Source: an optimization exercise on an open RTL-to-GDS flow (aim: small area, a short achievable clock period and few clock cycles). Production flows keep margins and buffers that such runs may drop.
Only simulation tests tie the RTL to the original design; equivalence was not proved.
Power and IR drop assume default switching activity.

## flow/design.v

```verilog
package lineb_pkg;
    localparam int MIN_COL   = 2;
    localparam int MAX_COL   = 66;
    localparam int TAB_WIDTH = 5;
    localparam int LINE_CAP  = 64;
    localparam logic [7:0] SPACE_CHAR = 8'h20;
    localparam logic [3:0] KIND_INS   = 4'd0;
    localparam logic [3:0] KIND_BS    = 4'd1;
    localparam logic [3:0] KIND_DEL   = 4'd2;
    localparam logic [3:0] KIND_TAB   = 4'd3;
    localparam logic [3:0] KIND_LEFT  = 4'd4;
    localparam logic [3:0] KIND_RIGHT = 4'd5;
    localparam logic [3:0] KIND_HOME  = 4'd6;
    localparam logic [3:0] KIND_END   = 4'd7;
    localparam logic [3:0] KIND_ENTER = 4'd8;
endpackage
module lineb_cell (
    input  logic       i_clk,
    input  logic       i_sel_l1,    
    input  logic       i_sel_l5,    
    input  logic       i_sel_r1,    
    input  logic       i_sel_bus,   
    input  logic [7:0] i_left1,
    input  logic [7:0] i_left5,
    input  logic [7:0] i_right1,
    input  logic [7:0] i_bus,
    output logic [7:0] o_next,
    output logic [7:0] o_data
);
    logic [7:0] r_data;
    logic       hold;
    assign hold   = !(i_sel_l1 || i_sel_l5 || i_sel_r1 || i_sel_bus);
    assign o_next = ({8{i_sel_l1}}  & i_left1)
                  | ({8{i_sel_l5}}  & i_left5)
                  | ({8{i_sel_r1}}  & i_right1)
                  | ({8{i_sel_bus}} & i_bus)
                  | ({8{hold}}      & r_data);
    always_ff @(posedge i_clk) begin
        r_data <= o_next;
    end
    assign o_data = r_data;
endmodule
module line_edit_buffer (
    input  logic               i_clk,
    input  logic               i_rst_n,
    input  logic               i_cmd_valid,
    output logic               o_cmd_ready,
    input  logic [3:0]         i_cmd_kind,
    input  logic [7:0]         i_cmd_char_in,
    output logic               o_res_valid,
    input  logic               i_res_ready,
    output logic               o_res_accepted,
    output logic [6:0]         o_res_cursor_col,
    output logic [6:0]         o_res_line_length,
    output logic [15:0]        o_res_line_number,
    output logic               o_res_char_valid,
    output logic [7:0]         o_res_char_out,
    output logic               o_res_last
);
    localparam int CAP = lineb_pkg::LINE_CAP;
    logic       r_a_v, r_b_v;
    logic [3:0] r_a_kind, r_b_kind;
    logic [7:0] r_a_ch, r_b_ch;
    logic       take_in;
    logic       fire;        
    assign o_cmd_ready = !r_b_v;
    assign take_in     = i_cmd_valid && !r_b_v;
    always_ff @(posedge i_clk) begin
        if (!i_rst_n) begin
            r_a_v <= 1'b0;
            r_b_v <= 1'b0;
        end else begin
            if (!r_a_v || fire) begin
                r_a_v <= r_b_v || take_in;
                r_b_v <= 1'b0;
            end else if (take_in) begin
                r_b_v <= 1'b1;
            end
        end
    end
    always_ff @(posedge i_clk) begin
        if (!r_a_v || fire) begin
            if (r_b_v) begin
                r_a_kind <= r_b_kind;
                r_a_ch   <= r_b_ch;
            end else begin
                r_a_kind <= i_cmd_kind;
                r_a_ch   <= i_cmd_char_in;
            end
        end
        if (!r_b_v) begin
            r_b_kind <= i_cmd_kind;
            r_b_ch   <= i_cmd_char_in;
        end
    end
    logic [6:0]  r_col, r_len;
    logic [15:0] r_lines;
    logic [6:0]  r_dcnt;           
    logic        r_rv, r_acc, r_cv, r_last;
    logic [7:0]  r_char;
    logic        r_op_ins, r_op_tab, r_op_rm, r_op_shl;
    logic [7:0]  r_bus;
    logic        out_free, draining, dfire;
    logic [6:0]  n_col, n_len;
    logic        acc, is_tab, is_ins, is_rm, is_enter, enter_chars;
    logic        at_home, at_end;
    logic [7:0]  cell0_next;
    assign out_free = !r_rv || i_res_ready;
    assign draining = (r_dcnt != 7'd0);
    assign fire     = r_a_v && out_free && !draining;
    assign dfire    = draining && out_free;
    assign at_home = (r_col == 7'd2);
    assign at_end  = (r_col == r_len + 7'd2);
    always_comb begin
        n_col    = r_col;
        n_len    = r_len;
        acc      = 1'b0;
        is_tab   = 1'b0;
        is_ins   = 1'b0;
        is_rm    = 1'b0;
        is_enter = 1'b0;
        case (r_a_kind)
            lineb_pkg::KIND_INS: if (!r_len[6]) begin
                is_ins = 1'b1;
                n_col  = r_col + 7'd1;
                n_len  = r_len + 7'd1;
            end
            lineb_pkg::KIND_BS: if (!at_home) begin
                is_rm = 1'b1;
                n_col = r_col - 7'd1;
                n_len = r_len - 7'd1;
            end
            lineb_pkg::KIND_DEL: if (!at_end) begin
                is_rm = 1'b1;
                n_len = r_len - 7'd1;
            end
            lineb_pkg::KIND_TAB: if (r_len <= 7'd59) begin
                is_tab = 1'b1;
                n_col  = r_col + 7'd5;
                n_len  = r_len + 7'd5;
            end
            lineb_pkg::KIND_LEFT: if (!at_home) begin
                acc   = 1'b1;
                n_col = r_col - 7'd1;
            end
            lineb_pkg::KIND_RIGHT: if (!at_end) begin
                acc   = 1'b1;
                n_col = r_col + 7'd1;
            end
            lineb_pkg::KIND_HOME: begin
                acc   = !at_home;
                n_col = 7'd2;
            end
            lineb_pkg::KIND_END: begin
                acc   = !at_end;
                n_col = r_len + 7'd2;
            end
            lineb_pkg::KIND_ENTER: begin
                is_enter = 1'b1;
                n_col    = 7'd2;
                n_len    = 7'd0;
            end
            default: ;
        endcase
    end
    assign enter_chars = is_enter && (r_len != 7'd0);
    always_ff @(posedge i_clk) begin
        if (!i_rst_n) begin
            r_col    <= 7'd2;
            r_len    <= 7'd0;
            r_lines  <= 16'd0;
            r_dcnt   <= 7'd0;
            r_rv     <= 1'b0;
            r_op_ins <= 1'b0;
            r_op_tab <= 1'b0;
            r_op_rm  <= 1'b0;
            r_op_shl <= 1'b0;
        end else begin
            r_op_ins <= fire && is_ins;
            r_op_tab <= fire && is_tab;
            r_op_rm  <= fire && is_rm;
            r_op_shl <= dfire || (fire && enter_chars);
            if (fire) begin
                r_col <= n_col;
                r_len <= n_len;
                if (is_enter) begin
                    r_lines <= r_lines + 16'd1;
                    r_dcnt  <= enter_chars ? r_len - 7'd1 : 7'd0;
                end
            end else if (dfire) begin
                r_dcnt <= r_dcnt - 7'd1;
            end
            if (fire || dfire) begin
                r_rv <= 1'b1;
            end else if (i_res_ready) begin
                r_rv <= 1'b0;
            end
        end
    end
    always_ff @(posedge i_clk) begin
        if (fire) begin
            r_acc  <= acc || is_ins || is_rm || is_tab || is_enter;
            r_cv   <= enter_chars;
            r_last <= !is_enter || (r_len <= 7'd1);
            r_char <= enter_chars ? cell0_next : 8'd0;
            r_bus  <= is_tab ? lineb_pkg::SPACE_CHAR : r_a_ch;
        end else if (dfire) begin
            r_acc  <= 1'b1;
            r_cv   <= 1'b1;
            r_last <= (r_dcnt == 7'd1);
            r_char <= cell0_next;
        end
    end
    logic [CAP+5:0] ge;
    logic [7:0]     cell_q    [CAP];
    logic [7:0]     cell_next [CAP];
    for (genvar g = 0; g < CAP + 6; g++) begin : g_ge
        if (g >= CAP) begin : g_hi
            assign ge[g] = 1'b1;
        end else begin : g_cmp
            assign ge[g] = (7'(g + 2) >= r_col);
        end
    end
    for (genvar g = 0; g < CAP; g++) begin : g_cell
        logic [7:0] l1, l5, r1;
        logic       s_l1, s_l5, s_r1, s_bus;
        if (g >= 1) begin : g_l1
            assign l1 = cell_q[g-1];
        end else begin : g_l1z
            assign l1 = 8'd0;
        end
        if (g >= 5) begin : g_l5
            assign l5 = cell_q[g-5];
        end else begin : g_l5z
            assign l5 = 8'd0;
        end
        if (g < CAP - 1) begin : g_r1
            assign r1 = cell_q[g+1];
        end else begin : g_r1z
            assign r1 = 8'd0;
        end
        assign s_l1  = r_op_ins && ge[g];
        assign s_l5  = r_op_tab && ge[g];
        assign s_r1  = (r_op_rm && ge[g]) || r_op_shl;
        assign s_bus = !ge[g] && ((r_op_ins && ge[g+1]) || (r_op_tab && ge[g+5]));
        lineb_cell u_cell (
            .i_clk     (i_clk),
            .i_sel_l1  (s_l1),
            .i_sel_l5  (s_l5),
            .i_sel_r1  (s_r1),
            .i_sel_bus (s_bus),
            .i_left1   (l1),
            .i_left5   (l5),
            .i_right1  (r1),
            .i_bus     (r_bus),
            .o_next    (cell_next[g]),
            .o_data    (cell_q[g])
        );
    end
    assign cell0_next = cell_next[0];
    assign o_res_valid       = r_rv;
    assign o_res_accepted    = r_acc;
    assign o_res_cursor_col  = r_col;
    assign o_res_line_length = r_len;
    assign o_res_line_number = r_lines;
    assign o_res_char_valid  = r_cv;
    assign o_res_char_out    = r_char;
    assign o_res_last        = r_last;
endmodule
```

## flow/run.sh

```bash
#!/bin/bash
# synth_recipe.tcl (not shown) runs the flow's synth.tcl, then flattens the netlist and writes it again
# the make line also repeats each setting of config.mk as NAME=value (left out here)
make -C /OpenROAD-flow-scripts/flow DESIGN_CONFIG=/design/flow/config.mk WORK_HOME=/design/flow/orfs CLKGATE_MAP_FILE= SYNTH_SCRIPT=/design/flow/synth_recipe.tcl finish
```

## flow/config.mk

```make
export PLATFORM = sky130hd
export DESIGN_NAME = line_edit_buffer
export DESIGN_NICKNAME = line_edit_buffer
export VERILOG_FILES = /design/flow/design.v
export SDC_FILE = /design/flow/constraint.sdc
export NUM_CORES = 4
export LEC_CHECK = 0
export CAP_MARGIN = 20
export CORE_MARGIN = 2
export CORE_UTILIZATION = 40
export SLEW_MARGIN = 20
```

## flow/constraint.sdc

```tcl
create_clock -name core_clock -period 5.0 [get_ports {i_clk}]
set_input_delay 1.0000 -clock core_clock [delete_from_list [all_inputs] [get_ports {i_clk}]]
set_output_delay 1.0000 -clock core_clock [all_outputs]
set_load 0.01 [all_outputs]
```

==> flow_summary.yaml, run 1 <==
status:
  status: "timing/DRC/antenna clean"
sta:
  relSlewSlack_pct: 20.5
  worstMarginPinSlew_ps: 1190
  fin_crit_ps: 3580
  slew_viol_final: 0
  finalSetupTns_ps: 0
  clock_skew_ps: 32.8
  layout_setup_ws_ps: 1420
  fmax_mhz: 279
  finalSetupViolations: 0
  post-route-period-util_pct: 71.6
  rsz0062_at_grt: "false"
  hold_viol: 0
critical_path:
  slowest_delay_ps: 920
  slowest_stage: "a211oi_2"
  path_class: "reg2reg"
  worstRegToRegCells: 6
  setup.worst_path.start: "r_op_ins"
  critPathRequiredTime_ps: 5560
  r2r-start: "r_op_ins"
  cp_max_fo: 54
  start_kind: "flip-flop"
  crit_arrival_ps: 4150
  cp_cell_sequence: "nand2b_1 -> a211oi_2 -> o21a_1 -> nor2b_1 -> nand2_1 -> nand3_1"
  critPathCaptureType: "flip-flop"
  regToRegEndpoint: "g_cell[35].u_cell.r_data[7]"
  r2r_setup_slack_ps: 1420
clocking:
  htreeDepth: 3
  holdBufCountCts: 0
  cts_root_buf: "clkbuf_16"
  cts_tree: "done"
  post_cts_buffers: 0
  cts.sinks: 599
  ctsResizeCount: 0
  clk_pin_slew_ps: 60
  cts_buffer_depth: 3
  cts_buffers: 70
  clock_latency_ps: 640
synthesis:
  yosys.cell_types.count: 101
  synth_top_area_share_pct: 36.2
  ys_top_cells_by_count: "635 x nand2_1, 568 x dfxtp_1, 411 x a222oi_1"
  syn-cell-area_um2: 31400
  avgSynthCellArea_um2: 8.83
  async_flop_share_pct: 0
  synth_cells: 3558
  yosys_warnings: 4
  ys_ff_latch: 599
  ys.flop_type: "dfxtp_1"
  synth_area_leader_cell: "dfxtp_1"
  ys_seq_area_share_pct: 39.1
  synth_area_leaders: "dfxtp_1 36%, a222oi_1 13%, nand2_1 7.6%, a221o_1 7.3%, a22oi_1 3.2%"
  synth_most_common_cell: "nand2_1"
  synth-edff-count: 31
finish:
  antennaDiodeCount: 0
  fill_cells: 7681
  layout-drive-gt1-share_pct: 9.26
  final_cell_area_um2: 34900
  final_nets: 3520
  area_growth_pct: 11.1
route:
  antenna_left: 0
  drcViolationCount: 0
  vias_per_cell: 6.99
  drtIter0Drc: 7005
  wirelength_um: 127000
  num_vias: 32100
  avgRoutedWirePerCell_um: 27.8
  dr.pass1.iters: 14
placement:
  place.gp.congestion: 0.956
  port_buffers: 58
  post-place-ws_ps: 1600
  dpl.hpwl_um: 91800
  dpl_cell_area_um2: 32500
job:
  drv_cap: 0
floorplanning:
  die_h_um: 284
  ios: 59
  die_area_um2: 80800
  start_util_pct: 40.5
  placement_rows: 102
  coreArea_um2: 77600
  fp.dieW_um: 284
pwr:
  comb_power_share_pct: 25.8
  clkPwrFrac_pct: 28.5
  p_int_mw: 11.0
  ir_worst_vdd_uv: 338
  p_total_mw: 18.5
  power.leakage_nw: 14.1
  seq_power_share_pct: 45.7
  netSwitchingFraction_pct: 40.9
  p_switching_mw: 7.59
  power_density_nw_per_um2: 531
hold_path:
  hp-class: "reg2reg"
  hp-start: "r_b_ch[5]"
  min_to: "r_b_ch[5]"
  hold_path_depth: 1
global_routing:
  antenna_found_initial: 0
  grt_use_total_pct: 30.5
  grt_pass1_vias: 30100
  grt_max_degree: 63
  grt_pass1_wl_um: 195000
  overflow: 0
==> power groups by stage <==
stage,combinational [mW],sequential [mW],clock [mW]
after global routing,5.18,8.51,5.51
after global placement,4.60,8.45,0
after detailed placement,4.64,8.40,0
after CTS,4.65,8.32,5.32
after floorplan,3.49,7.22,0
final,4.78,8.48,5.29
==> cells in the final DEF (no fill, tap or decap), drive strengths merged, types with 9 or more instances in the layout <==
cell	Yosys	final
nor3	58	58
nand3	196	196
a31oi	14	14
a21o	28	28
nor2	174	174
o21ai	81	81
and2	45	45
o211ai	18	18
o21a	11	11
a22o	49	49
a222oi	411	411
buf	126	55
or2	12	12
nor4	26	26
clkdlybuf4s50	0	58
dfxtp	568	568
nand2	635	635
clkbuf	129	93
o221ai	20	20
inv	204	207
edfxtp	31	31
xnor2	24	24
and3	15	15
a221o	230	230
a211oi	21	21
nor2b	18	18
a22oi	136	136
o22ai	9	9
ha	15	15
mux2	13	13
nand4	9	9
a21oi	120	120
clkinv	1	25
==> logic make-up (layout without fill, tap and decap cells) <==
logic type                 after synthesis  after routing  share of synthesized area [%]
muxes                                   16             16                          0.561
xor gates and xnor gates                34             34                           1.04
buffers and inverters                  460            444                           6.32
AOI/OAI and AO/OA                     1208           1208                           34.0
DFF                                    599            599                           39.1
and+or+nand+nor                       1224           1224                           18.3
adders and majority gates               17             17                          0.693
==> state kept, by name (all words and copies together), names as in the netlist <==
name and flops:
g_cell.u_cell.r_data 512, r_lines 16, r_a_ch 8, r_b_ch 8, r_bus 8, r_char 8, r_col 7, r_dcnt 7
r_len 7, r_a_kind 4, r_b_kind 4, r_a_v 1, r_acc 1, r_b_v 1, r_cv 1, r_last 1
r_op_ins 1, r_op_rm 1, r_op_shl 1, r_op_tab 1, r_rv 1
==> metal layers <==
layer / part of all wire (%) / track usage [%] / wire length [µm]
met5: 0 / 0 / 0
met4: 3.9 / 11.1 / 4930
met3: 12 / 5.78 / 14700
met2: 45 / 47.5 / 56800
met1: 40 / 41.7 / 51000
==> critical path, delay by kind of cell, from the launching register on <==
family,cells,cell delay [ps]
flops,1,790
simple gates,4,1550
compound gates,2,1120
==> area by class of cell <==
cell class | count | area [µm²] | area share [%]
clock buffers | 93 | 2030 | 5.82
flip-flops and latches | 599 | 12300 | 35.3
multi-input cells | 2499 | 17200 | 49.2
inverters | 205 | 769 | 2.20
well taps | 1040 | 1300 | 3.73
repair buffers | 113 | 993 | 2.85
clock inverters | 33 | 313 | 0.896
==> worst max path at each step <==
stage | endpoint | cells past startpoint
after floorplan | r_len[2] | 6
after global placement | r_len[2] | 7
after detailed placement | g_cell[45].u_cell.r_data[5] | 7
after CTS | g_cell[45].u_cell.r_data[5] | 7
after global routing | g_cell[45].u_cell.r_data[3] | 7
final | g_cell[35].u_cell.r_data[7] | 6
==> metrics by stage <==
step                util [%]  hold slack (ps)  std cells
floorplan                  -              444       3558
global placement        41.9              454       4456
detailed placement      41.9              459       4456
CTS                     45.0              471       4582
global route            45.0              485       4582
finish                  45.0              469       4582
Testbench counts, summed over its fixed seeds: cycles 21,059.
==> run 2, diff against run 1 <==
--- a/flow/design.v
+++ b/flow/design.v
@@ -17,4 +17,5 @@
 module lineb_cell (
     input  logic       i_clk,
+    input  logic       i_sel_hold,  
     input  logic       i_sel_l1,    
     input  logic       i_sel_l5,    
@@ -29,15 +30,39 @@
 );
     logic [7:0] r_data;
-    logic       hold;
-    assign hold   = !(i_sel_l1 || i_sel_l5 || i_sel_r1 || i_sel_bus);
-    assign o_next = ({8{i_sel_l1}}  & i_left1)
-                  | ({8{i_sel_l5}}  & i_left5)
-                  | ({8{i_sel_r1}}  & i_right1)
-                  | ({8{i_sel_bus}} & i_bus)
-                  | ({8{hold}}      & r_data);
+    for (genvar b = 0; b < 8; b++) begin : g_bit
+        lineb_bit u_bit (
+            .i_sel_hold (i_sel_hold),
+            .i_sel_l1   (i_sel_l1),
+            .i_sel_l5   (i_sel_l5),
+            .i_sel_r1   (i_sel_r1),
+            .i_sel_bus  (i_sel_bus),
+            .i_self     (r_data[b]),
+            .i_left1    (i_left1[b]),
+            .i_left5    (i_left5[b]),
+            .i_right1   (i_right1[b]),
+            .i_bus      (i_bus[b]),
+            .o_next     (o_next[b])
+        );
+    end
     always_ff @(posedge i_clk) begin
         r_data <= o_next;
     end
     assign o_data = r_data;
+endmodule
+module lineb_bit (
+    input  logic i_sel_hold,
+    input  logic i_sel_l1,
+    input  logic i_sel_l5,
+    input  logic i_sel_r1,
+    input  logic i_sel_bus,
+    input  logic i_self,
+    input  logic i_left1,
+    input  logic i_left5,
+    input  logic i_right1,
+    input  logic i_bus,
+    output logic o_next
+);
+    assign o_next = (i_sel_hold && i_self) || (i_sel_l1 && i_left1) || (i_sel_l5 && i_left5)
+                 || (i_sel_r1 && i_right1) || (i_sel_bus && i_bus);
 endmodule
 module line_edit_buffer (
@@ -59,27 +84,35 @@
 );
     localparam int CAP = lineb_pkg::LINE_CAP;
-    logic       r_a_v, r_b_v;
+    logic       r_a_v, b_v;
     logic [3:0] r_a_kind, r_b_kind;
     logic [7:0] r_a_ch, r_b_ch;
     logic       take_in;
     logic       fire;        
-    assign o_cmd_ready = !r_b_v;
-    assign take_in     = i_cmd_valid && !r_b_v;
+    logic       r_rdy, n_a_v, n_b_v;
+    assign b_v         = !r_rdy;
+    assign o_cmd_ready = r_rdy;
+    assign take_in     = i_cmd_valid && r_rdy;
+    always_comb begin
+        n_a_v = r_a_v;
+        n_b_v = b_v;
+        if (!r_a_v || fire) begin
+            n_a_v = b_v || take_in;
+            n_b_v = 1'b0;
+        end else if (take_in) begin
+            n_b_v = 1'b1;
+        end
+    end
     always_ff @(posedge i_clk) begin
         if (!i_rst_n) begin
             r_a_v <= 1'b0;
-            r_b_v <= 1'b0;
+            r_rdy <= 1'b1;
         end else begin
-            if (!r_a_v || fire) begin
-                r_a_v <= r_b_v || take_in;
-                r_b_v <= 1'b0;
-            end else if (take_in) begin
-                r_b_v <= 1'b1;
-            end
+            r_a_v <= n_a_v;
+            r_rdy <= !n_b_v;
         end
     end
     always_ff @(posedge i_clk) begin
         if (!r_a_v || fire) begin
-            if (r_b_v) begin
+            if (b_v) begin
                 r_a_kind <= r_b_kind;
                 r_a_ch   <= r_b_ch;
@@ -89,5 +122,5 @@
             end
         end
-        if (!r_b_v) begin
+        if (r_rdy) begin
             r_b_kind <= i_cmd_kind;
             r_b_ch   <= i_cmd_char_in;
@@ -245,5 +278,6 @@
         assign s_bus = !ge[g] && ((r_op_ins && ge[g+1]) || (r_op_tab && ge[g+5]));
         lineb_cell u_cell (
-            .i_clk     (i_clk),
+            .i_clk      (i_clk),
+            .i_sel_hold (!(s_l1 || s_l5 || s_r1 || s_bus)),
             .i_sel_l1  (s_l1),
             .i_sel_l5  (s_l5),
--- a/flow/config.mk
+++ b/flow/config.mk
@@ -8,4 +8,8 @@
 export CAP_MARGIN = 20
 export CORE_MARGIN = 2
-export CORE_UTILIZATION = 40
+export CORE_UTILIZATION = 35
+export CTS_CLUSTER_DIAMETER = 100
+export CTS_CLUSTER_SIZE = 30
+export SETUP_SLACK_MARGIN = 2.4
 export SLEW_MARGIN = 20
+export SYNTH_HIERARCHICAL = 1
==> flow_summary.yaml, run 2 <==
synthesis:
  yosys_warnings: 10
  async_flop_share_pct: 0
  syn-cell-area_um2: 28800
  synth_area_leaders: "dfxtp_1 39%, a222oi_1 18%, a22oi_1 14%, nand2_1 7.7%, edfxtp_1 3.2%"
  ys_seq_area_share_pct: 42.7
  synth_cells: 3101
  synth_top_area_share_pct: 39.4
  synth-edff-count: 31
  synth_most_common_cell: "nand2_1"
  ys_ff_latch: 599
  ys_top_cells_by_count: "591 x nand2_1, 568 x dfxtp_1, 519 x a22oi_1"
  avgSynthCellArea_um2: 9.30
  yosys.cell_types.count: 78
  ys.flop_type: "dfxtp_1"
  synth_area_leader_cell: "dfxtp_1"
critical_path:
  start_kind: "flip-flop"
  cp_max_fo: 20
  crit_arrival_ps: 1600
  critPathCaptureType: "output pin"
  critPathRequiredTime_ps: 4000
  critPathBufInv: 1
  path_class: "reg2out"
  slowest_stage: "dfxtp_4"
  cp_cell_sequence: "dlygate4sd2_1"
  path_delay_family: "flip-flops"
  slowest_delay_ps: 540
floorplanning:
  die_h_um: 291
  die_area_um2: 84700
  placement_rows: 105
  start_util_pct: 35.2
  ios: 59
  fp.dieW_um: 291
  coreArea_um2: 81800
sta:
  fmax_mhz: 385
  hold_viol: 0
  finalSetupViolations: 0
  post-route-period-util_pct: 52.0
  hold_slack_ps: 479
  fin_crit_ps: 2600
  slew_viol_final: 0
  finalSetupTns_ps: 0
  layout_setup_ws_ps: 2400
  worstMarginPinSlew_ps: 996
  rsz0062_at_grt: "true"
  clock_skew_ps: 30.5
  relSlewSlack_pct: 33.6
placement:
  placedCellCount: 4255
  dpl.hpwl_um: 86300
  post-place-ws_ps: 1190
  port_buffers: 58
  place.gp.congestion: 0.926
pwr:
  ir_worst_vdd_uv: 292
  seq_power_share_pct: 47.5
  p_switching_mw: 8.59
  p_int_mw: 10.5
  power_density_nw_per_um2: 551
  power.leakage_nw: 14.1
  netSwitchingFraction_pct: 44.9
  comb_power_share_pct: 37.1
  clkPwrFrac_pct: 15.4
clocking:
  cts_tree: "done"
  cts_root_buf: "clkbuf_16"
  htreeDepth: 1
  cts_buffer_depth: 3
  clock_latency_ps: 640
  holdBufCountCts: 0
  clk_pin_slew_ps: 90
  cts_buffers: 28
  cts.sinks: 599
finish:
  antennaDiodeCount: 0
  reg_top3: "g_cell.u_cell.r_data x512, r_lines x16"
  fin_util_pct: 42.4
  layout_commonest_cell: "nand2_1"
  final_cell_mix: "581 x nand2_1, 537 x dfxtp_1, 519 x a22oi_1, 512 x a222oi_1, 130 x buf_4"
  area_growth_pct: 20.4
  layoutNonFillerInstCount: 4408
  largest_reg_flops: 512
  top_register: "g_cell.u_cell.r_data"
  layout-drive-gt1-share_pct: 16.6
  final_nets: 3356
global_routing:
  overflow: 0
  grt_max_degree: 65
  grt_pass1_wl_um: 183000
  grt_pass1_vias: 28800
  antenna_found_initial: 1
  grt_use_total_pct: 27.0
route:
  vias_per_cell: 7.05
  dr.pass1.iters: 14
  drcViolationCount: 0
  wirelength_um: 121000
  num_vias: 31100
  avgRoutedWirePerCell_um: 27.4
  antenna_left: 0
  drtIter0Drc: 7743
hold_path:
  hp-class: "reg2reg"
status:
  status: "timing/DRC/antenna clean"
job:
  drv_cap: 0
[run 2: cell types whose count changed in the layout (fill, tap and decap cells not counted), sizes merged, moves of 41 or more]
cell,previous run,this run
a221o,230,0
o21ai,81,35
a222oi,411,512
inv,207,46
a22oi,136,519
buf,55,147
nand3,196,21
a22o,49,1
and2,45,86
conb,0,56
nand2,635,591
clkbuf,93,32
[run 2: metrics by stage]
stage	power [mW]	instance area, µm²
floorplan	12.2	29200
global placement	15.0	31200
detailed placement	15.1	31200
CTS	18.4	33600
global route	20.0	34700
finish	19.1	34700
[run 2: timing repair]
item	4_1_cts	5_1_grt
endpoints found under the setup margin	571	550
cloned	0	2
pin swaps	18	34
setup buffers	44	63
endpoints found under the hold margin	0	0
gates resized for setup	309	159
[run 2: logic make-up after synthesis]
group	count (synthesis)	share of synthesized area, %
AOI/OAI and AO/OA	1323	38.2
and+or+nand+nor	997	15.1
DFF	599	42.7
buffers and inverters	118	1.61
xor gates and xnor gates	34	1.13
adders and majority gates	16	0.720
muxes	13	0.503
other	1	0.0130
[run 2: power by group through the flow]
stage / Sequential (mW) / Clock (mW) / Combinational [mW]
2_1_floorplan: 8.02 / 0 / 4.21
3_3_place_gp: 9.15 / 0 / 5.87
3_5_place_dp: 9.12 / 0 / 5.94
4_1_cts: 8.96 / 2.96 / 6.45
5_1_grt: 9.20 / 3.13 / 7.64
6_report: 9.09 / 2.94 / 7.09
[run 2: area by class of cell]
cell class	count	area [µm²]
sequential	599	12400
tap	1070	1340
clock inverter	12	184
timing repair buffer	205	1830
multi-input combinational	2441	18000
clock buffer	32	748
inverter	49	234
fill	7996	47100
[run 2: worst reg2reg max path, cell delays in order (launching register included)]
cell and delay [ps]:
dfxtp_4 430, buf_8 220, nor2_2 80, buf_12 150
a21oi_4 220, clkinvlp_4 180, o21ai_2 130, buf_4 190
nand3_2 140, a21oi_4 320, a222oi_1 160, nand2_1 130
and2_1 130
[run 2: Yosys stat by module (local to each module, per instance)]
module / times used / flops+latches / cells inside / cell area (µm²)
lineb_bit: 512 / 0 / 3 / 21.3
line_edit_buffer: 1 / 87 / 1053 / 7700
lineb_cell: 64 / 8 / 8 / 160
[run 2: final timing paths]
path | from | cells after the start | slack (ps) | to
max | r_col[3] | 1 | 2400 | o_res_cursor_col[3]
min | r_b_ch[5] | 1 | 480 | r_b_ch[5]
max reg2reg | r_col[5] | 12 | 2410 | r_char[6]
min reg2reg | r_b_ch[5] | 1 | 480 | r_b_ch[5]
[run 2: per-layer routing]
metal  vias up  routed length, µm  part of all wire [%]  track usage (%)
li1      13500                  -                     -                -
met1     15200              49000                    41             37.9
met2      2156              54700                    45             43.0
met3       300              12900                    11             3.29
met4         2               4170                   3.5             8.28
met5         -                 10                0.0083                0
Testbench counts of run 2, summed over its fixed seeds: cycles 21,059.

[separate check: timing with driven ports]
The results above use ideal ports. As a check the final layouts listed here were re-extracted and re-timed, cells and wires unchanged.
Step 1 sets driving cells, clkbuf_16 on the clock port and buf_2 on the other inputs (assumed; they add their load-dependent delay and slew).
Step 2 also shifts input and output timing later by t, the mid clock arrival at the registers, as if the neighbouring blocks saw the same clock.
a / b / c = ideal / step 1 / step 2; a / b = the first two.
| run | t, ns | setup WS [ns] | clock arrival spread, ns |
|---|---|---|---|
| run 1 | 0.691 | 1.418 / 1.418 / 1.418 | 0.039 / 0.039 |
| run 2 | 0.692 | 2.401 / 2.335 / 1.910 | 0.043 / 0.044 |
After both steps setup and hold are still met in every run listed. For run 2, which loses most, drivers alone change the setup slack by -0.066 ns; drivers and shift together by -0.491 ns.
